Context: an optimization exercise on an open-source flow, tuned for small area. The choices shown serve that exercise and are no tape-out recipe.
In this exercise RTL edits were held to simulation tests only and were not proved equivalent to the original.

==> flow/design.v (outline; a module is shown in full before it is edited, if it fits) <==
// module lrelu_config_ctrl: 31 lines
// module lrelu_coef_bank: 21 lines
// module lrelu_fa: 10 lines
// module lrelu_ha: 9 lines
// module lrelu_nand2: 7 lines
// module lrelu_a22oi: 9 lines
// module lrelu_xor2: 7 lines
// module lrelu_xnor2: 7 lines
// module lrelu_affine_stage: 1298 lines
// module lrelu_leaky_stage: 251 lines
// module lrelu_engine: 77 lines
module lrelu_engine (
  input  logic                                    clk,
  input  logic                                    rst,
  input  logic                                    clken,
  input  logic                                    s_valid,
  input  logic                                    s_last,
  input  logic [3:0]               s_user,
  input  logic [4*20-1:0]  s_data,
  input  logic                                    cfg_valid,
  input  logic [16-1:0]              cfg_data,
  output logic                                    m_valid,
  output logic                                    m_last,
  output logic [3:0]               m_user,
  output logic [4*8-1:0] m_data,
  output logic                                    count_config_full
);
  // ...
==> flow/flow/run.sh <==
#!/bin/bash
# Standard layout, except that synthesis maps the design's explicit cell
# modules (lrelu_fa, lrelu_ha, ...) straight onto the library cells and skips
# the extraction of further adder cells from the remaining logic, and the
# port buffers are the smallest buffer.
set -euo pipefail
WORK=$(pwd)
bash standard.sh SYNTH_CANONICALIZE_TCL="$WORK/flow/fa_map.tcl" ADDER_MAP_FILE= \
  "BUFFER_PORTS_ARGS=-buffer_cell sky130_fd_sc_hd__buf_1" finish > "$WORK/orfs_make.log" 2>&1
==> flow/flow/fa_map.tcl <==
# Map the design's explicit cell modules onto the library cells of the same
# function and port names.
foreach {m c} {lrelu_fa fa_1 lrelu_ha ha_1 lrelu_nand2 nand2_1 lrelu_a22oi a22oi_1
               lrelu_xor2 xor2_1 lrelu_xnor2 xnor2_1} {
  chtype -map $m sky130_fd_sc_hd__$c
}
hierarchy -top $::env(DESIGN_NAME)
==> flow/standard.sh <==
#!/bin/bash
# synth_recipe.tcl (not shown) runs the flow's synth.tcl, then flattens the netlist and writes it again
# the make line also repeats each setting of config.mk as NAME=value (left out here)
make -C /OpenROAD-flow-scripts/flow DESIGN_CONFIG=/design/flow/config.mk WORK_HOME=/design/flow/orfs CLKGATE_MAP_FILE= SYNTH_SCRIPT=/design/flow/synth_recipe.tcl "${@:-finish}"
==> flow/config.mk <==
export PLATFORM = sky130hd
export DESIGN_NAME = lrelu_engine
export DESIGN_NICKNAME = lrelu_engine
export VERILOG_FILES = /design/flow/design.v
export SDC_FILE = /design/flow/constraint.sdc
export NUM_CORES = 4
export LEC_CHECK = 0
export CAP_MARGIN = 20
export CORE_MARGIN = 2
export CORE_UTILIZATION = 60
export CTS_BUF_LIST = sky130_fd_sc_hd__clkbuf_4
export GPL_TIMING_DRIVEN = 0
export SLEW_MARGIN = 20
==> flow/constraint.sdc <==
create_clock -name core_clock -period 8.0 [get_ports {clk}]
set_input_delay 1.6000 -clock core_clock [delete_from_list [all_inputs] [get_ports {clk}]]
set_output_delay 1.6000 -clock core_clock [all_outputs]
set_load 0.01 [all_outputs]
==> reports/metrics.cfg, run 1 <==
[run_status]
outcome=finished clean

[route]
ant_nets=0

[critical_path]
worstReg2RegEnd=l_1[38]
slowest_stage=edfxtp_1
end_kind=flop
crit_start=bank_i.coef[33]
cpPeakStageDelay_ps=820
endpoint=l_1[38]

[global_routing]
top_usage_layer=met2
antenna_found_initial=17

[synth]
yosys-top-cells-count=xor2_1, a22oi_1, fa_1, edfxtp_1, nand2_1
synth_top_flop_cell=edfxtp_1
synth_seq_area_share_pct=22.46
synth_edf_count=356

[sta]
finalSetupViolCount=0
worstMarginPinSlew_ps=1218

[clock_tree]
clkSlewWorstSetupHoldPaths_ps=70
holdBufCountCts=0

[layout]
nClkBuffers=129
nets=5680
multi_input_area_um2=37450
multi_input_cells=3847
largestRegisters=bank_i.coef x144, l_1 x80, d_pipe x74
fin_cells=5828
dominant_cells=multi-input combinational cells

==> module lrelu_leaky_stage, before the edit <==
module lrelu_leaky_stage (
  input  logic [19:0] p,
  input  logic        is_lrelu,
  input  logic [15:0] d,
  output logic [7:0]  out
);
  wire        neg = is_lrelu & p[19];
  wire [19:0] pp  = {~p[19], p[18:0]};
  wire [15:0] dd  = {~d[15], d[14:0]};
  wire s1, c1;
  lrelu_ha u1 (.A(pp[2]), .B(pp[0]), .COUT(c1), .SUM(s1));
  wire s2, c2;
  lrelu_fa u2 (.A(pp[3]), .B(pp[1]), .CIN(pp[0]), .COUT(c2), .SUM(s2));
  wire s3, c3;
  lrelu_fa u3 (.A(pp[4]), .B(pp[2]), .CIN(pp[1]), .COUT(c3), .SUM(s3));
  wire s4, c4;
  lrelu_fa u4 (.A(pp[5]), .B(pp[3]), .CIN(pp[2]), .COUT(c4), .SUM(s4));
  wire s5, c5;
  lrelu_fa u5 (.A(pp[6]), .B(pp[4]), .CIN(pp[3]), .COUT(c5), .SUM(s5));
  wire s6, c6;
  lrelu_fa u6 (.A(pp[7]), .B(pp[5]), .CIN(pp[4]), .COUT(c6), .SUM(s6));
  wire s7, c7;
  lrelu_fa u7 (.A(pp[8]), .B(pp[6]), .CIN(pp[5]), .COUT(c7), .SUM(s7));
  wire s8, c8;
  lrelu_fa u8 (.A(pp[9]), .B(pp[7]), .CIN(pp[6]), .COUT(c8), .SUM(s8));
  wire s9, c9;
  lrelu_fa u9 (.A(pp[10]), .B(pp[8]), .CIN(pp[7]), .COUT(c9), .SUM(s9));
  wire s10, c10;
  lrelu_fa u10 (.A(pp[11]), .B(pp[9]), .CIN(pp[8]), .COUT(c10), .SUM(s10));
  wire s11, c11;
  lrelu_fa u11 (.A(pp[12]), .B(pp[10]), .CIN(pp[9]), .COUT(c11), .SUM(s11));
  wire s12, c12;
  lrelu_fa u12 (.A(pp[13]), .B(pp[11]), .CIN(pp[10]), .COUT(c12), .SUM(s12));
  wire s13, c13;
  lrelu_fa u13 (.A(pp[14]), .B(pp[12]), .CIN(pp[11]), .COUT(c13), .SUM(s13));
  wire s14, c14;
  lrelu_fa u14 (.A(pp[15]), .B(pp[13]), .CIN(pp[12]), .COUT(c14), .SUM(s14));
  wire s15, c15;
  lrelu_fa u15 (.A(pp[16]), .B(pp[14]), .CIN(pp[13]), .COUT(c15), .SUM(s15));
  wire s16, c16;
  lrelu_fa u16 (.A(pp[17]), .B(pp[15]), .CIN(pp[14]), .COUT(c16), .SUM(s16));
  wire s17, c17;
  lrelu_fa u17 (.A(pp[18]), .B(pp[16]), .CIN(pp[15]), .COUT(c17), .SUM(s17));
  wire s18, c18;
  lrelu_fa u18 (.A(pp[19]), .B(pp[17]), .CIN(pp[16]), .COUT(c18), .SUM(s18));
  wire s19, c19;
  lrelu_ha u19 (.A(pp[18]), .B(pp[17]), .COUT(c19), .SUM(s19));
  wire s20, c20;
  lrelu_ha u20 (.A(pp[19]), .B(pp[18]), .COUT(c20), .SUM(s20));
  wire t21 = s2 & c1;
  wire t22 = (s3 & c2) | (t21 & (s3 | c2));
  wire t23 = (s4 & c3) | (t22 & (s4 | c3));
  wire t24 = (s5 & c4) | (t23 & (s5 | c4));
  wire t25 = neg ? s6 : pp[0];
  wire t26 = neg ? s7 : pp[1];
  wire t27 = neg ? s8 : pp[2];
  wire t28 = neg ? s9 : pp[3];
  wire t29 = neg ? s10 : pp[4];
  wire t30 = neg ? s11 : pp[5];
  wire t31 = neg ? s12 : pp[6];
  wire t32 = neg ? s13 : pp[7];
  wire t33 = neg ? s14 : pp[8];
  wire t34 = neg ? s15 : pp[9];
  wire t35 = neg ? s16 : pp[10];
  wire t36 = neg ? s17 : pp[11];
  wire t37 = neg ? s18 : pp[12];
  wire t38 = neg ? s19 : pp[13];
  wire t39 = neg ? s20 : pp[14];
  wire t40 = neg ? pp[19] : pp[15];
  wire t41 = ~neg & pp[16];
  wire t42 = ~neg & pp[17];
  wire t43 = ~neg & pp[18];
  wire t44 = ~neg & pp[19];
  wire t45 = neg & c5;
  wire t46 = neg & c6;
  wire t47 = neg & c7;
  wire t48 = neg & c8;
  wire t49 = neg & c9;
  wire t50 = neg & c10;
  wire t51 = neg & c11;
  wire t52 = neg & c12;
  wire t53 = neg & c13;
  wire t54 = neg & c14;
  wire t55 = neg & c15;
  wire t56 = neg & c16;
  wire t57 = neg & c17;
  wire t58 = neg & c18;
  wire t59 = neg & c19;
  wire t60 = neg & c20;
  wire s61, c61;
  lrelu_fa u61 (.A(t25), .B(t45), .CIN(dd[0]), .COUT(c61), .SUM(s61));
  wire s62, c62;
  lrelu_fa u62 (.A(t26), .B(t46), .CIN(dd[1]), .COUT(c62), .SUM(s62));
  wire s63, c63;
  lrelu_fa u63 (.A(t27), .B(t47), .CIN(dd[2]), .COUT(c63), .SUM(s63));
  wire s64, c64;
  lrelu_fa u64 (.A(t28), .B(t48), .CIN(dd[3]), .COUT(c64), .SUM(s64));
  wire s65, c65;
  lrelu_fa u65 (.A(t29), .B(t49), .CIN(dd[4]), .COUT(c65), .SUM(s65));
  wire s66, c66;
  lrelu_fa u66 (.A(t30), .B(t50), .CIN(dd[5]), .COUT(c66), .SUM(s66));
  wire s67, c67;
  lrelu_fa u67 (.A(t31), .B(t51), .CIN(dd[6]), .COUT(c67), .SUM(s67));
  wire s68, c68;
  lrelu_fa u68 (.A(t32), .B(t52), .CIN(dd[7]), .COUT(c68), .SUM(s68));
  wire s69, c69;
  lrelu_fa u69 (.A(t33), .B(t53), .CIN(dd[8]), .COUT(c69), .SUM(s69));
  wire s70, c70;
  lrelu_fa u70 (.A(t34), .B(t54), .CIN(dd[9]), .COUT(c70), .SUM(s70));
  wire s71, c71;
  lrelu_fa u71 (.A(t35), .B(t55), .CIN(dd[10]), .COUT(c71), .SUM(s71));
  wire s72, c72;
  lrelu_fa u72 (.A(t36), .B(t56), .CIN(dd[11]), .COUT(c72), .SUM(s72));
  wire s73, c73;
  lrelu_fa u73 (.A(t37), .B(t57), .CIN(dd[12]), .COUT(c73), .SUM(s73));
  wire s74, c74;
  lrelu_fa u74 (.A(t38), .B(t58), .CIN(dd[13]), .COUT(c74), .SUM(s74));
  wire s75, c75;
  lrelu_fa u75 (.A(t39), .B(t59), .CIN(dd[14]), .COUT(c75), .SUM(s75));
  wire s76, c76;
  lrelu_fa u76 (.A(t40), .B(t60), .CIN(dd[15]), .COUT(c76), .SUM(s76));
  wire t77 = neg & t24;
  wire s78, c78;
  lrelu_ha u78 (.A(s62), .B(c61), .COUT(c78), .SUM(s78));
  wire s79, c79;
  lrelu_ha u79 (.A(s63), .B(c62), .COUT(c79), .SUM(s79));
  wire s80, c80;
  lrelu_ha u80 (.A(s64), .B(c63), .COUT(c80), .SUM(s80));
  wire s81, c81;
  lrelu_ha u81 (.A(s65), .B(c64), .COUT(c81), .SUM(s81));
  wire s82, c82;
  lrelu_ha u82 (.A(s66), .B(c65), .COUT(c82), .SUM(s82));
  wire s83, c83;
  lrelu_ha u83 (.A(s67), .B(c66), .COUT(c83), .SUM(s83));
  wire s84, c84;
  lrelu_ha u84 (.A(s68), .B(c67), .COUT(c84), .SUM(s84));
  wire s85, c85;
  lrelu_ha u85 (.A(s69), .B(c68), .COUT(c85), .SUM(s85));
  wire s86, c86;
  lrelu_ha u86 (.A(s70), .B(c69), .COUT(c86), .SUM(s86));
  wire s87, c87;
  lrelu_ha u87 (.A(s71), .B(c70), .COUT(c87), .SUM(s87));
  wire s88, c88;
  lrelu_ha u88 (.A(s72), .B(c71), .COUT(c88), .SUM(s88));
  wire s89, c89;
  lrelu_ha u89 (.A(s73), .B(c72), .COUT(c89), .SUM(s89));
  wire s90, c90;
  lrelu_ha u90 (.A(s74), .B(c73), .COUT(c90), .SUM(s90));
  wire s91, c91;
  lrelu_ha u91 (.A(s75), .B(c74), .COUT(c91), .SUM(s91));
  wire s92, c92;
  lrelu_ha u92 (.A(s76), .B(c75), .COUT(c92), .SUM(s92));
  wire s93, c93;
  lrelu_ha u93 (.A(t41), .B(c76), .COUT(c93), .SUM(s93));
  wire t94 = 1'b0 | (s61 & t77);
  wire t95 = c78 | (s78 & t94);
  wire t96 = s78 & s61;
  wire t97 = c80 | (s80 & c79);
  wire t98 = s80 & s79;
  wire t99 = c82 | (s82 & c81);
  wire t100 = s82 & s81;
  wire t101 = c84 | (s84 & c83);
  wire t102 = s84 & s83;
  wire t103 = c86 | (s86 & c85);
  wire t104 = s86 & s85;
  wire t105 = c88 | (s88 & c87);
  wire t106 = s88 & s87;
  wire t107 = c90 | (s90 & c89);
  wire t108 = s90 & s89;
  wire t109 = c92 | (s92 & c91);
  wire t110 = s92 & s91;
  wire t111 = 1'b0 | (t42 & c93);
  wire t112 = t42 & s93;
  wire t113 = 1'b0 | (t44 & 1'b0);
  wire t114 = t44 & t43;
  wire t115 = t97 | (t98 & t95);
  wire t116 = t98 & t96;
  wire t117 = t101 | (t102 & t99);
  wire t118 = t102 & t100;
  wire t119 = t105 | (t106 & t103);
  wire t120 = t106 & t104;
  wire t121 = t109 | (t110 & t107);
  wire t122 = t110 & t108;
  wire t123 = t113 | (t114 & t111);
  wire t124 = t114 & t112;
  wire t125 = t117 | (t118 & t115);
  wire t126 = t118 & t116;
  wire t127 = t121 | (t122 & t119);
  wire t128 = t122 & t120;
  wire t129 = t127 | (t128 & t125);
  wire t130 = t128 & t126;
  wire t131 = t119 | (t120 & t125);
  wire t132 = t120 & t126;
  wire t133 = t123 | (t124 & t129);
  wire t134 = t124 & t130;
  wire t135 = t99 | (t100 & t115);
  wire t136 = t100 & t116;
  wire t137 = t103 | (t104 & t125);
  wire t138 = t104 & t126;
  wire t139 = t107 | (t108 & t131);
  wire t140 = t108 & t132;
  wire t141 = t111 | (t112 & t129);
  wire t142 = t112 & t130;
  wire t143 = c79 | (s79 & t95);
  wire t144 = s79 & t96;
  wire t145 = c81 | (s81 & t115);
  wire t146 = s81 & t116;
  wire t147 = c83 | (s83 & t135);
  wire t148 = s83 & t136;
  wire t149 = c85 | (s85 & t125);
  wire t150 = s85 & t126;
  wire t151 = c87 | (s87 & t137);
  wire t152 = s87 & t138;
  wire t153 = c89 | (s89 & t131);
  wire t154 = s89 & t132;
  wire t155 = c91 | (s91 & t139);
  wire t156 = s91 & t140;
  wire t157 = c93 | (s93 & t129);
  wire t158 = s93 & t130;
  wire t159 = 1'b0 | (t43 & t141);
  wire t160 = t43 & t142;
  wire t161 = 1'b0 | (1'b0 & t133);
  wire t162 = 1'b0 & t134;
  wire t163 = s61 ^ t77;
  wire t164 = s78 ^ t94;
  wire t165 = s79 ^ t95;
  wire t166 = s80 ^ t143;
  wire t167 = s81 ^ t115;
  wire t168 = s82 ^ t145;
  wire t169 = s83 ^ t135;
  wire t170 = s84 ^ t147;
  wire t171 = s85 ^ t125;
  wire t172 = s86 ^ t149;
  wire t173 = s87 ^ t137;
  wire t174 = s88 ^ t151;
  wire t175 = s89 ^ t131;
  wire t176 = s90 ^ t153;
  wire t177 = s91 ^ t139;
  wire t178 = s92 ^ t155;
  wire t179 = s93 ^ t129;
  wire t180 = t42 ^ t157;
  wire t181 = t43 ^ t141;
  wire t182 = t44 ^ t159;
  wire t183 = 1'b0 ^ t133;
  wire [20:0] u = {t183, t182, t181, t180, t179, t178, t177, t176, t175, t174, t173, t172, t171, t170, t169, t168, t167, t166, t165, t164, t163};
  wire [13:0] k   = neg ? 14'd672 : 14'd4352;
  wire [13:0] uh  = u[20:7];
  wire        in  = (uh == k) || (uh == k - 14'd1);
  wire        pos = uh > k;
  assign out = in ? u[7:0] : (pos ? 8'h7f : 8'h80);
endmodule
==> run 2: changes to the inputs <==
--- a/flow/design.v
+++ b/flow/design.v
@@ -1450,75 +1450,78 @@
   wire t22 = (s3 & c2) | (t21 & (s3 | c2));
   wire t23 = (s4 & c3) | (t22 & (s4 | c3));
   wire t24 = (s5 & c4) | (t23 & (s5 | c4));
-  wire t25 = neg ? s6 : pp[0];
-  wire t26 = neg ? s7 : pp[1];
-  wire t27 = neg ? s8 : pp[2];
-  wire t28 = neg ? s9 : pp[3];
-  wire t29 = neg ? s10 : pp[4];
-  wire t30 = neg ? s11 : pp[5];
-  wire t31 = neg ? s12 : pp[6];
-  wire t32 = neg ? s13 : pp[7];
-  wire t33 = neg ? s14 : pp[8];
-  wire t34 = neg ? s15 : pp[9];
-  wire t35 = neg ? s16 : pp[10];
-  wire t36 = neg ? s17 : pp[11];
-  wire t37 = neg ? s18 : pp[12];
-  wire t38 = neg ? s19 : pp[13];
-  wire t39 = neg ? s20 : pp[14];
-  wire t40 = neg ? pp[19] : pp[15];
-  wire t41 = ~neg & pp[16];
-  wire t42 = ~neg & pp[17];
-  wire t43 = ~neg & pp[18];
-  wire t44 = ~neg & pp[19];
-  wire t45 = neg & c5;
-  wire t46 = neg & c6;
-  wire t47 = neg & c7;
-  wire t48 = neg & c8;
-  wire t49 = neg & c9;
-  wire t50 = neg & c10;
-  wire t51 = neg & c11;
-  wire t52 = neg & c12;
-  wire t53 = neg & c13;
-  wire t54 = neg & c14;
-  wire t55 = neg & c15;
-  wire t56 = neg & c16;
-  wire t57 = neg & c17;
-  wire t58 = neg & c18;
-  wire t59 = neg & c19;
-  wire t60 = neg & c20;
+  wire t25 = neg ? s6 : p[0];
+  wire t26 = neg ? s7 : p[1];
+  wire t27 = neg ? s8 : p[2];
+  wire t28 = neg ? s9 : p[3];
+  wire t29 = neg ? s10 : p[4];
+  wire t30 = neg ? s11 : p[5];
+  wire t31 = neg ? s12 : p[6];
+  wire t32 = neg ? s13 : p[7];
+  wire t33 = neg ? s14 : p[8];
+  wire t34 = neg ? s15 : p[9];
+  wire t35 = neg ? s16 : p[10];
+  wire t36 = neg ? s17 : p[11];
+  wire t37 = neg ? s18 : p[12];
+  wire t38 = neg ? s19 : p[13];
+  wire t39 = neg ? s20 : p[14];
+  wire t40 = neg ? pp[19] : p[15];
+  wire t41 = ~neg & ~p[16];
+  wire t42 = neg & c5;
+  wire t43 = neg & c6;
+  wire t44 = neg & c7;
+  wire t45 = neg & c8;
+  wire t46 = neg & c9;
+  wire t47 = neg & c10;
+  wire t48 = neg & c11;
+  wire t49 = neg & c12;
+  wire t50 = neg & c13;
+  wire t51 = neg & c14;
+  wire t52 = neg & c15;
+  wire t53 = neg & c16;
+  wire t54 = neg & c17;
+  wire t55 = neg & c18;
+  wire t56 = neg & c19;
+  wire t57 = neg & c20;
+  wire s58, c58;
+  lrelu_fa u58 (.A(t25), .B(t42), .CIN(dd[0]), .COUT(c58), .SUM(s58));
+  wire s59, c59;
+  lrelu_fa u59 (.A(t26), .B(t43), .CIN(dd[1]), .COUT(c59), .SUM(s59));
+  wire s60, c60;
+  lrelu_fa u60 (.A(t27), .B(t44), .CIN(dd[2]), .COUT(c60), .SUM(s60));
   wire s61, c61;
-  lrelu_fa u61 (.A(t25), .B(t45), .CIN(dd[0]), .COUT(c61), .SUM(s61));
+  lrelu_fa u61 (.A(t28), .B(t45), .CIN(dd[3]), .COUT(c61), .SUM(s61));
   wire s62, c62;
-  lrelu_fa u62 (.A(t26), .B(t46), .CIN(dd[1]), .COUT(c62), .SUM(s62));
+  lrelu_fa u62 (.A(t29), .B(t46), .CIN(dd[4]), .COUT(c62), .SUM(s62));
   wire s63, c63;
-  lrelu_fa u63 (.A(t27), .B(t47), .CIN(dd[2]), .COUT(c63), .SUM(s63));
+  lrelu_fa u63 (.A(t30), .B(t47), .CIN(dd[5]), .COUT(c63), .SUM(s63));
   wire s64, c64;
-  lrelu_fa u64 (.A(t28), .B(t48), .CIN(dd[3]), .COUT(c64), .SUM(s64));
+  lrelu_fa u64 (.A(t31), .B(t48), .CIN(dd[6]), .COUT(c64), .SUM(s64));
   wire s65, c65;
-  lrelu_fa u65 (.A(t29), .B(t49), .CIN(dd[4]), .COUT(c65), .SUM(s65));
+  lrelu_fa u65 (.A(t32), .B(t49), .CIN(dd[7]), .COUT(c65), .SUM(s65));
   wire s66, c66;
-  lrelu_fa u66 (.A(t30), .B(t50), .CIN(dd[5]), .COUT(c66), .SUM(s66));
+  lrelu_fa u66 (.A(t33), .B(t50), .CIN(dd[8]), .COUT(c66), .SUM(s66));
   wire s67, c67;
-  lrelu_fa u67 (.A(t31), .B(t51), .CIN(dd[6]), .COUT(c67), .SUM(s67));
+  lrelu_fa u67 (.A(t34), .B(t51), .CIN(dd[9]), .COUT(c67), .SUM(s67));
   wire s68, c68;
-  lrelu_fa u68 (.A(t32), .B(t52), .CIN(dd[7]), .COUT(c68), .SUM(s68));
+  lrelu_fa u68 (.A(t35), .B(t52), .CIN(dd[10]), .COUT(c68), .SUM(s68));
   wire s69, c69;
-  lrelu_fa u69 (.A(t33), .B(t53), .CIN(dd[8]), .COUT(c69), .SUM(s69));
+  lrelu_fa u69 (.A(t36), .B(t53), .CIN(dd[11]), .COUT(c69), .SUM(s69));
   wire s70, c70;
-  lrelu_fa u70 (.A(t34), .B(t54), .CIN(dd[9]), .COUT(c70), .SUM(s70));
+  lrelu_fa u70 (.A(t37), .B(t54), .CIN(dd[12]), .COUT(c70), .SUM(s70));
   wire s71, c71;
-  lrelu_fa u71 (.A(t35), .B(t55), .CIN(dd[10]), .COUT(c71), .SUM(s71));
+  lrelu_fa u71 (.A(t38), .B(t55), .CIN(dd[13]), .COUT(c71), .SUM(s71));
   wire s72, c72;
-  lrelu_fa u72 (.A(t36), .B(t56), .CIN(dd[11]), .COUT(c72), .SUM(s72));
+  lrelu_fa u72 (.A(t39), .B(t56), .CIN(dd[14]), .COUT(c72), .SUM(s72));
   wire s73, c73;
-  lrelu_fa u73 (.A(t37), .B(t57), .CIN(dd[12]), .COUT(c73), .SUM(s73));
-  wire s74, c74;
-  lrelu_fa u74 (.A(t38), .B(t58), .CIN(dd[13]), .COUT(c74), .SUM(s74));
+  lrelu_fa u73 (.A(t40), .B(t57), .CIN(dd[15]), .COUT(c73), .SUM(s73));
+  wire t74 = neg & t24;
   wire s75, c75;
-  lrelu_fa u75 (.A(t39), .B(t59), .CIN(dd[14]), .COUT(c75), .SUM(s75));
+  lrelu_ha u75 (.A(s59), .B(c58), .COUT(c75), .SUM(s75));
   wire s76, c76;
-  lrelu_fa u76 (.A(t40), .B(t60), .CIN(dd[15]), .COUT(c76), .SUM(s76));
-  wire t77 = neg & t24;
+  lrelu_ha u76 (.A(s60), .B(c59), .COUT(c76), .SUM(s76));
+  wire s77, c77;
+  lrelu_ha u77 (.A(s61), .B(c60), .COUT(c77), .SUM(s77));
   wire s78, c78;
   lrelu_ha u78 (.A(s62), .B(c61), .COUT(c78), .SUM(s78));
   wire s79, c79;
@@ -1544,109 +1547,92 @@
   wire s89, c89;
   lrelu_ha u89 (.A(s73), .B(c72), .COUT(c89), .SUM(s89));
   wire s90, c90;
-  lrelu_ha u90 (.A(s74), .B(c73), .COUT(c90), .SUM(s90));
-  wire s91, c91;
-  lrelu_ha u91 (.A(s75), .B(c74), .COUT(c91), .SUM(s91));
-  wire s92, c92;
-  lrelu_ha u92 (.A(s76), .B(c75), .COUT(c92), .SUM(s92));
-  wire s93, c93;
-  lrelu_ha u93 (.A(t41), .B(c76), .COUT(c93), .SUM(s93));
-  wire t94 = 1'b0 | (s61 & t77);
-  wire t95 = c78 | (s78 & t94);
-  wire t96 = s78 & s61;
-  wire t97 = c80 | (s80 & c79);
-  wire t98 = s80 & s79;
-  wire t99 = c82 | (s82 & c81);
-  wire t100 = s82 & s81;
-  wire t101 = c84 | (s84 & c83);
-  wire t102 = s84 & s83;
-  wire t103 = c86 | (s86 & c85);
-  wire t104 = s86 & s85;
-  wire t105 = c88 | (s88 & c87);
-  wire t106 = s88 & s87;
-  wire t107 = c90 | (s90 & c89);
-  wire t108 = s90 & s89;
-  wire t109 = c92 | (s92 & c91);
-  wire t110 = s92 & s91;
-  wire t111 = 1'b0 | (t42 & c93);
-  wire t112 = t42 & s93;
-  wire t113 = 1'b0 | (t44 & 1'b0);
-  wire t114 = t44 & t43;
-  wire t115 = t97 | (t98 & t95);
-  wire t116 = t98 & t96;
-  wire t117 = t101 | (t102 & t99);
-  wire t118 = t102 & t100;
-  wire t119 = t105 | (t106 & t103);
-  wire t120 = t106 & t104;
-  wire t121 = t109 | (t110 & t107);
-  wire t122 = t110 & t108;
-  wire t123 = t113 | (t114 & t111);
-  wire t124 = t114 & t112;
-  wire t125 = t117 | (t118 & t115);
-  wire t126 = t118 & t116;
-  wire t127 = t121 | (t122 & t119);
-  wire t128 = t122 & t120;
-  wire t129 = t127 | (t128 & t125);
-  wire t130 = t128 & t126;
-  wire t131 = t119 | (t120 & t125);
-  wire t132 = t120 & t126;
-  wire t133 = t123 | (t124 & t129);
-  wire t134 = t124 & t130;
-  wire t135 = t99 | (t100 & t115);
-  wire t136 = t100 & t116;
-  wire t137 = t103 | (t104 & t125);
-  wire t138 = t104 & t126;
-  wire t139 = t107 | (t108 & t131);
-  wire t140 = t108 & t132;
-  wire t141 = t111 | (t112 & t129);
-  wire t142 = t112 & t130;
-  wire t143 = c79 | (s79 & t95);
-  wire t144 = s79 & t96;
-  wire t145 = c81 | (s81 & t115);
-  wire t146 = s81 & t116;
-  wire t147 = c83 | (s83 & t135);
-  wire t148 = s83 & t136;
-  wire t149 = c85 | (s85 & t125);
-  wire t150 = s85 & t126;
-  wire t151 = c87 | (s87 & t137);
-  wire t152 = s87 & t138;
-  wire t153 = c89 | (s89 & t131);
-  wire t154 = s89 & t132;
-  wire t155 = c91 | (s91 & t139);
-  wire t156 = s91 & t140;
-  wire t157 = c93 | (s93 & t129);
-  wire t158 = s93 & t130;
-  wire t159 = 1'b0 | (t43 & t141);
-  wire t160 = t43 & t142;
-  wire t161 = 1'b0 | (1'b0 & t133);
-  wire t162 = 1'b0 & t134;
-  wire t163 = s61 ^ t77;
-  wire t164 = s78 ^ t94;
-  wire t165 = s79 ^ t95;
-  wire t166 = s80 ^ t143;
-  wire t167 = s81 ^ t115;
-  wire t168 = s82 ^ t145;
-  wire t169 = s83 ^ t135;
-  wire t170 = s84 ^ t147;
-  wire t171 = s85 ^ t125;
-  wire t172 = s86 ^ t149;
-  wire t173 = s87 ^ t137;
-  wire t174 = s88 ^ t151;
-  wire t175 = s89 ^ t131;
-  wire t176 = s90 ^ t153;
-  wire t177 = s91 ^ t139;
-  wire t178 = s92 ^ t155;
-  wire t179 = s93 ^ t129;
-  wire t180 = t42 ^ t157;
-  wire t181 = t43 ^ t141;
-  wire t182 = t44 ^ t159;
-  wire t183 = 1'b0 ^ t133;
-  wire [20:0] u = {t183, t182, t181, t180, t179, t178, t177, t176, t175, t174, t173, t172, t171, t170, t169, t168, t167, t166, t165, t164, t163};
-  wire [13:0] k   = neg ? 14'd672 : 14'd4352;
-  wire [13:0] uh  = u[20:7];
-  wire        in  = (uh == k) || (uh == k - 14'd1);
+  lrelu_ha u90 (.A(t41), .B(c73), .COUT(c90), .SUM(s90));
+  wire t91 = 1'b0 | (s58 & t74);
+  wire t92 = c75 | (s75 & t91);
+  wire t93 = s75 & s58;
+  wire t94 = c77 | (s77 & c76);
+  wire t95 = s77 & s76;
+  wire t96 = c79 | (s79 & c78);
+  wire t97 = s79 & s78;
+  wire t98 = c81 | (s81 & c80);
+  wire t99 = s81 & s80;
+  wire t100 = c83 | (s83 & c82);
+  wire t101 = s83 & s82;
+  wire t102 = c85 | (s85 & c84);
+  wire t103 = s85 & s84;
+  wire t104 = c87 | (s87 & c86);
+  wire t105 = s87 & s86;
+  wire t106 = c89 | (s89 & c88);
+  wire t107 = s89 & s88;
+  wire t108 = 1'b0 | (1'b0 & c90);
+  wire t109 = 1'b0 & s90;
+  wire t110 = t94 | (t95 & t92);
+  wire t111 = t95 & t93;
+  wire t112 = t98 | (t99 & t96);
+  wire t113 = t99 & t97;
+  wire t114 = t102 | (t103 & t100);
+  wire t115 = t103 & t101;
+  wire t116 = t106 | (t107 & t104);
+  wire t117 = t107 & t105;
+  wire t118 = t112 | (t113 & t110);
+  wire t119 = t113 & t111;
+  wire t120 = t116 | (t117 & t114);
+  wire t121 = t117 & t115;
+  wire t122 = t120 | (t121 & t118);
+  wire t123 = t121 & t119;
+  wire t124 = t114 | (t115 & t118);
+  wire t125 = t115 & t119;
+  wire t126 = t96 | (t97 & t110);
+  wire t127 = t97 & t111;
+  wire t128 = t100 | (t101 & t118);
+  wire t129 = t101 & t119;
+  wire t130 = t104 | (t105 & t124);
+  wire t131 = t105 & t125;
+  wire t132 = t108 | (t109 & t122);
+  wire t133 = t109 & t123;
+  wire t134 = c76 | (s76 & t92);
+  wire t135 = s76 & t93;
+  wire t136 = c78 | (s78 & t110);
+  wire t137 = s78 & t111;
+  wire t138 = c80 | (s80 & t126);
+  wire t139 = s80 & t127;
+  wire t140 = c82 | (s82 & t118);
+  wire t141 = s82 & t119;
+  wire t142 = c84 | (s84 & t128);
+  wire t143 = s84 & t129;
+  wire t144 = c86 | (s86 & t124);
+  wire t145 = s86 & t125;
+  wire t146 = c88 | (s88 & t130);
+  wire t147 = s88 & t131;
+  wire t148 = c90 | (s90 & t122);
+  wire t149 = s90 & t123;
+  wire t150 = s58 ^ t74;
+  wire t151 = s75 ^ t91;
+  wire t152 = s76 ^ t92;
+  wire t153 = s77 ^ t134;
+  wire t154 = s78 ^ t110;
+  wire t155 = s79 ^ t136;
+  wire t156 = s80 ^ t126;
+  wire t157 = s81 ^ t138;
+  wire t158 = s82 ^ t118;
+  wire t159 = s83 ^ t140;
+  wire t160 = s84 ^ t128;
+  wire t161 = s85 ^ t142;
+  wire t162 = s86 ^ t124;
+  wire t163 = s87 ^ t144;
+  wire t164 = s88 ^ t130;
+  wire t165 = s89 ^ t146;
+  wire t166 = s90 ^ t122;
+  wire t167 = 1'b0 ^ t148;
+  wire [17:0] u = {t167, t166, t165, t164, t163, t162, t161, t160, t159, t158, t157, t156, t155, t154, t153, t152, t151, t150};
+  wire [10:0] k   = neg ? 11'd672 : 11'd768;
+  wire [10:0] uh  = u[17:7];
+  wire        in  = (uh == k) || (uh == k - 11'd1);
   wire        pos = uh > k;
-  assign out = in ? u[7:0] : (pos ? 8'h7f : 8'h80);
+  wire        big = !neg && (p[19:16] != 4'h0) && (p[19:16] != 4'hf);
+  assign out = big ? (p[19] ? 8'h80 : 8'h7f) :
+               in  ? u[7:0] : (pos ? 8'h7f : 8'h80);
 endmodule
 module lrelu_engine (
   input  logic                                    clk,
==> flow/config.mk (replaced) <==
export PLATFORM = sky130hd
export DESIGN_NAME = lrelu_engine
export DESIGN_NICKNAME = lrelu_engine
export VERILOG_FILES = /design/flow/design.v
export SDC_FILE = /design/flow/constraint.sdc
export NUM_CORES = 4
export LEC_CHECK = 0
export ABC_AREA = 1
export CAP_MARGIN = 20
export CORE_MARGIN = 2
export CORE_UTILIZATION = 75
export CTS_BUF_LIST = sky130_fd_sc_hd__clkbuf_16
export CTS_CLUSTER_DIAMETER = 100
export CTS_CLUSTER_SIZE = 25
export GPL_TIMING_DRIVEN = 0
export SLEW_MARGIN = 20
==> run 2 against run 1 <==
  * Synthesized cell count up 12%
  * Still clean on timing, DRC and antenna
  * Setup slack gained 15 ps
  * Critical endpoint is now l_1[58]
  * Hold slack improved by 62 ps
  * Cell area shrank 3.1%
  * Maximum frequency rose by 0.20%
  * Count of clock-buffer cells in the layout is 104 lower
  * Sequential cell count stayed put
  * First-iteration DRC count increased by 65%
  * Via count rose by 6.4%
  * Highest routed layer unchanged
  * Critical path type is now input port to flop
==> reports/metrics.cfg, run 2 <==
[clock_tree]
cts_inserted_buffers=24
htreeDepth=1
cts_tree=built
post_cts_buffers=0
cts-root-buf=clkbuf_16
clk-insertion-delay-late_ps=590
cts_resized=0
cts_sinks=364
ctsLongestPathBuffers=3
clkSlewWorstSetupHoldPaths_ps=90  ; +20 ps
holdBufCountCts=0  ; unchanged

[critical_path]
crit_fanout=24
crit_type=input port to flop
critPathBufInv=1
cp_common_cell=nand2_1
worstPathArrival_ps=7780
critPathLaunchType=input port
cp_top_family=adder cells
cpPeakStageDelay_ps=750  ; -70 ps
cp.required_ps=8270
slowest_stage=buf_1
end_kind=flop

[route]
firstDrtPassIters=10
drc=0
wire_per_inst_um=22.73
viasPerCell=6.602
drtIter0Drc=5648
num_vias=39612
ant_nets=0  ; unchanged
routed_wl_um=136400

[global_routing]
grt.met1_usage_pct=55.27
grt_pass1_vias=39907
top_usage_layer=met2
antenna_found_initial=12  ; -5
grt_max_degree=38
grt_pass1_wl_um=215200
grt_usage_pct=41.66
grt.met3_usage_pct=10.35
grtUsageMet2_pct=64.05
grt_overflow=0

[synth]
synth_top_flop_cell=edfxtp_1
synthCells=4863
syn_nets=5837
yosysWarnings=4
synth_most_common_cell=nand2_1
synthDistinctLibCells=39
postSynth.asyncResetShare_pct=0
synth_edf_count=356  ; unchanged
syn_avg_cell_area_um2=9.839
yosys.area.top_type=fa_1
yosys-top-cells-count=nand2_1, xor2_1, a22oi_1, fa_1, edfxtp_1
synth_seq_area_share_pct=22.68  ; +0.21 points
synth_top_area_share_pct=26.28
synth-seq-cells=364
yosys-top-cells-area=fa_1, edfxtp_1, xor2_1, a22oi_1, nand2_1
netlist_area_um2=47850

[placement]
dp_hpwl_um=101900
place_congestion=0.9325
dp_slack_ps=100.0
place_inst=5945
port_buffers=144

[sta]
min_period_over_period_pct=93.84
slew_headroom_pct=20.76
final_max_slew_viol_count=0
finalSetupViolCount=0  ; unchanged
clock.fmax_mhz=133.2
setup_slack_ps=492.5
rsz0062_at_grt=false
timing.final.hold_violations=0
tns_ps=0
fin_crit_ps=7507
clock_skew_ps=27.53
worstMarginPinSlew_ps=1186  ; -32.48 ps

[die]
die_y_um=256.6
rows=92
die_w_um=256.6
coreArea_um2=63080
ios=145
dieArea_um2=65830
start_util_pct=75.85

[layout]
largest_register=bank_i.coef
largestRegisters=bank_i.coef x144, l_1 x80, d_pipe x74
multi_input_area_um2=35860  ; -4.2%
largest_register_ffs=144
fill_cells=3916
mostFrequentLayoutCell=nand2_1
final_layout_size_suffix_gt1_share_pct=7.408
fin_cells=6000  ; +3.0%
nets=6100  ; +7.4%
regArea_um2=10850
final_cell_mix=nand2_1, xor2_1, a22oi_1, fa_1, edfxtp_1
syn2layout_area_growth_pct=8.617

[flow_run]
maxCapViolCount=0

[run_status]
outcome=finished clean

[worst_hold_path]
hp-class=flop to flop

run 2: cell count changes in the layout (fill, tap and decap cells not counted), moves of 35 or more:
cell      change
a21o_1       -36
and3_1       -68
clkbuf_4    -129
inv_1       +237
nand2_1     +692
nand2_2      +35
nand2b_1     -51
nand3_1      +45
nor2_1      +126
xnor2_1     -136
run 2: logic make-up (layout without fill, tap and decap cells):
| logic type | count (synthesis) | in the layout | synth area share [%] |
|---|---|---|---|
| adders and majority gates | 868 | 868 | 32.55 |
| buffers and inverters | 359 | 639 | 2.816 |
| muxes | 8 | 8 | 0.1883 |
| DFF | 364 | 364 | 22.68 |
| xor gates and xnor gates | 806 | 806 | 14.75 |
| and+or+nand+nor | 1561 | 1561 | 13.94 |
| AOI/OAI and AO/OA | 897 | 897 | 13.07 |
| other | 0 | 11 | 0 |
run 2: layer usage:
metal | up-vias | routed length, um
met3 | 634 | 16490
li1 | 17272 | -
met5 | - | 119
met1 | 18878 | 50350
met4 | 14 | 8201
met2 | 2814 | 61200
run 2: through the flow:
step	area [um^2]	utilization, %	hold WS, ps
5_1_grt	51950	82.35	427.5
6_report	51970	82.38	424.2
3_3_place_gp	49440	78.38	401.0
3_5_place_dp	51080	80.98	404.5
4_1_cts	51910	82.29	425.7
2_1_floorplan	47850	-	400.3
run 2: area by class of cell:
cell class	count	share of cell area, %
diodes	11	0.05297
plain buffers	23	0.1661
clock buffers	25	1.204
clock inverters	18	0.3900
inverters	336	2.427
multi-input cells	4140	69.01
flip-flops and latches	364	20.88
well taps	846	2.037
repair buffers	237	3.838
run 2: worst paths after layout:
path                    from          to  slack (ps)  depth (start not counted)
min            d_pipe[1][14]  m_data[14]         420                          0
min reg2reg    d_pipe[1][14]  m_data[14]         420                          0
max reg2reg  bank_i.coef[55]     l_1[58]         580                         27
max               s_data[59]     l_1[58]         490                         25
run 2: worst reg2reg max path, delay by kind of cell (launching register included):
| family | cells | cell delay (ps) |
|---|---|---|
| xor gates and xnor gates | 2 | 400 |
| and+or+nand+nor | 11 | 1130 |
| AOI/OAI and AO/OA | 6 | 1700 |
| DFF | 1 | 890 |
| buffers and inverters | 3 | 720 |
| adders and majority gates | 5 | 2300 |
==> run 3: changes to the inputs <==
--- a/flow/config.mk
+++ b/flow/config.mk
@@ -8,7 +8,7 @@
 export ABC_AREA = 1
 export CAP_MARGIN = 20
 export CORE_MARGIN = 2
-export CORE_UTILIZATION = 75
+export CORE_UTILIZATION = 65
 export CTS_BUF_LIST = sky130_fd_sc_hd__clkbuf_16
 export CTS_CLUSTER_DIAMETER = 100
 export CTS_CLUSTER_SIZE = 25
==> run 3 against run 2 <==
  * Via count down 3.6%
  * Critical path type unchanged
  * First-iteration DRC count down 30%
  * Setup slack better by 41 ps
  * Synthesized cell count unchanged
  * Global-route usage down 5.6 points
  * Sequential cell count unchanged
  * Critical path depth unchanged
  * Cell count up 1.8%
  * Register-to-register slack better by 60 ps
==> reports/metrics.cfg, run 3 <==
[clock_tree]
cts_resized=0  ; unchanged
clk-insertion-delay-late_ps=620  ; +30 ps
cts_tree=built
cts-root-buf=clkbuf_16
cts_inserted_buffers=24  ; unchanged
holdBufCountCts=0  ; unchanged
post_cts_buffers=0  ; unchanged
htreeDepth=1  ; unchanged
clkSlewWorstSetupHoldPaths_ps=100  ; about the same
ctsLongestPathBuffers=3  ; unchanged
cts_sinks=364  ; unchanged

[layout]
fill_cells=5576  ; +42%
largest_register_ffs=144  ; unchanged
utilization_pct=71.55  ; -11 points
largest_register=bank_i.coef
syn2layout_area_growth_pct=9.103
final_cell_mix=nand2_1, xor2_1, a22oi_1, fa_1, edfxtp_1
mostFrequentLayoutCell=nand2_1
final_layout_size_suffix_gt1_share_pct=7.384  ; -0.024 points
nets=6103  ; +0.049%
largestRegisters=bank_i.coef x144, l_1 x80, d_pipe x74

[sta]
finalSetupViolCount=0  ; unchanged
final_max_slew_viol_count=0  ; unchanged
slew_headroom_pct=18.10  ; -2.7 points
clock_skew_ps=38.56  ; +11.02 ps
rsz0062_at_grt=false
timing.final.hold_violations=0  ; unchanged
setup_slack_ps=533.4  ; +40.87 ps
clock.fmax_mhz=133.9  ; +0.55%
min_period_over_period_pct=93.33  ; -0.51 points
worstMarginPinSlew_ps=1228  ; +42.80 ps
tns_ps=0  ; unchanged
fin_crit_ps=7467  ; -40.87 ps

[global_routing]
grt_overflow=0  ; unchanged
grt_max_degree=38  ; unchanged
grt_usage_pct=36.04  ; -5.6 points
grt_pass1_wl_um=211100  ; -1.9%
grt_pass1_vias=37717  ; -5.5%
antenna_found_initial=8  ; -4

[synth]
synthDistinctLibCells=39  ; unchanged
syn_avg_cell_area_um2=9.839  ; unchanged
synth_top_flop_cell=edfxtp_1
synth_top_area_share_pct=26.28  ; unchanged
synth_most_common_cell=nand2_1
postSynth.asyncResetShare_pct=0  ; unchanged
yosys-top-cells-area=fa_1, edfxtp_1, xor2_1, a22oi_1, nand2_1
synth_edf_count=356  ; unchanged
yosysWarnings=4  ; unchanged
netlist_area_um2=47850  ; unchanged
synth-seq-cells=364  ; unchanged
syn_nets=5837  ; unchanged
yosys-top-cells-count=nand2_1, xor2_1, a22oi_1, fa_1, edfxtp_1
synth_seq_area_share_pct=22.68  ; unchanged
synthCells=4863  ; unchanged
yosys.area.top_type=fa_1

[die]
die_y_um=275.3  ; +7.3%
die_w_um=275.3  ; +7.3%
start_util_pct=65.58  ; -10 points
rows=99  ; +7.6%
dieArea_um2=75800  ; +15%
ios=145  ; unchanged
coreArea_um2=72960  ; +16%

[placement]
dp_hpwl_um=101900  ; about the same
place_congestion=0.9066  ; -2.8%
dp_slack_ps=-29.52  ; -129.5 ps
port_buffers=144  ; unchanged

[route]
num_vias=38179  ; -3.6%
routed_wl_um=135200  ; -0.85%
wire_per_inst_um=22.13  ; -2.6%
viasPerCell=6.248  ; -5.4%
drtIter0Drc=3950  ; -30%
ant_nets=0  ; unchanged
firstDrtPassIters=8  ; -2
drc=0  ; unchanged

[critical_path]
critPathLaunchType=input port
worstPathArrival_ps=7790  ; about the same
cp.required_ps=8320  ; +50 ps
ff2ff_path_depth=27  ; unchanged
crit_type=input port to flop
end_kind=flop
crit_fanout=24  ; unchanged

[worst_hold_path]
hp-class=flop to flop
min_path_cells=0  ; unchanged

[flow_run]
maxCapViolCount=0  ; unchanged

[run_status]
outcome=finished clean

==> run 3: cell count changes in the layout (fill, tap and decap cells not counted), moves of 3 or more <==
cell and delta:
diode_2 -5, clkinv_4 -3, clkinv_16 +3, buf_8 +5
==> run 3: path summary, 6_finish.rpt <==
kind	from	end	slack, ps
worst min-delay path	d_pipe[1][15]	m_data[15]	410
worst min register to register	d_pipe[1][15]	m_data[15]	410
worst max-delay path	s_data[59]	l_1[57]	530
worst max register to register	bank_i.coef[17]	l_1[19]	640
==> run 3: layout make-up <==
cell class / instances / area, um^2 / area share [%]
repair buffers: 240 / 2047 / 3.921
inverters: 336 / 1261 / 2.416
flip-flops and latches: 364 / 10850 / 20.79
clock buffers: 24 / 600.6 / 1.151
clock inverters: 19 / 266.5 / 0.5105
well taps: 959 / 1200 / 2.299
plain buffers: 23 / 86.33 / 0.1654
diodes: 6 / 15.01 / 0.02876
multi-input cells: 4140 / 35870 / 68.72
==> run 3: critical path, stage by stage <==
cell and delay, ps:
buf_1 780, a22oi_1 260, xor2_1 240, or2_2 350, fa_1 430, fa_1 470
fa_1 500, fa_1 460, ha_1 340, o21a_1 210, nor2_1 180, nor2_1 90
nand2_1 70, nand2_1 50, nand2_1 70, nand2_1 90, a21o_1 190, nand2_1 60
nand2_1 50, nand2_1 90, nand2_1 90, a21o_1 180, xnor2_1 150, o31ai_1 520
nand2_1 230
==> run 3: metal layers <==
| metal | wire length [um] | vias to the layer above | GRT usage, % |
|---|---|---|---|
| met2 | 61780 | 2001 | 56.20 |
| met4 | 5820 | 6 | 14.38 |
| met1 | 54820 | 18554 | 50.42 |
| li1 | - | 17270 | - |
| met3 | 12760 | 348 | 6.394 |
| met5 | 36 | - | 0 |
==> run 3: cells by family (layout without fill, tap and decap cells) <==
logic type | count (synthesis) | after routing | share of synthesized area [%]
AOI/OAI and AO/OA | 897 | 897 | 13.07
xor gates and xnor gates | 806 | 806 | 14.75
adders and majority gates | 868 | 868 | 32.55
buffers and inverters | 359 | 642 | 2.816
DFF | 364 | 364 | 22.68
muxes | 8 | 8 | 0.1883
other | 0 | 6 | 0
and+or+nand+nor | 1561 | 1561 | 13.94
==> run 3: stage by stage <==
| step | instances | hold slack [ps] | instance area, um^2 |
|---|---|---|---|
| 5_1_grt | 6106 | 413.1 | 52190 |
| 4_1_cts | 6104 | 395.7 | 52170 |
| 3_5_place_dp | 6061 | 404.5 | 51300 |
| 3_3_place_gp | 5966 | 400.2 | 49590 |
| 2_1_floorplan | 4863 | 400.3 | 47850 |
| 6_report | 6111 | 407.6 | 52200 |

## re-timing with driven ports
Ports are ideal in the flow. The routed layouts listed here were re-timed in OpenROAD.
Step 1, drivers: a clkbuf_16 drives clk and a buf_2 each remaining input, both assumed.
Step 2 adds t to the input delays and takes it off the output delays; t is the mean of the earliest and latest rising clock arrival at the registers after step 1. Input paths then give back, and output paths get back, about the clock's delay inside the block.
Three values: no drivers, after step 1, after step 2; two values: the first two.
run | t (ns) | setup slack, ns | clock arrival spread, ns | worst register clock-pin slew, ns | pins driven straight from the clock port
run 1 | 0.891 | 0.477 / 0.477 / -0.153 | 0.080 / 0.081 | 0.09 / 0.09 | 1
run 2 | 0.649 | 0.493 / 0.534 / -0.116 | 0.028 / 0.029 | 0.10 / 0.10 | 1
run 3 | 0.674 | 0.533 / 0.574 / -0.101 | 0.045 / 0.045 | 0.11 / 0.11 | 1
With both steps, setup timing fails in every run listed, where it was met with ideal ports. The setup slack of run 3, which loses most, moves by +0.041 ns with the drivers and by -0.634 ns with both steps.
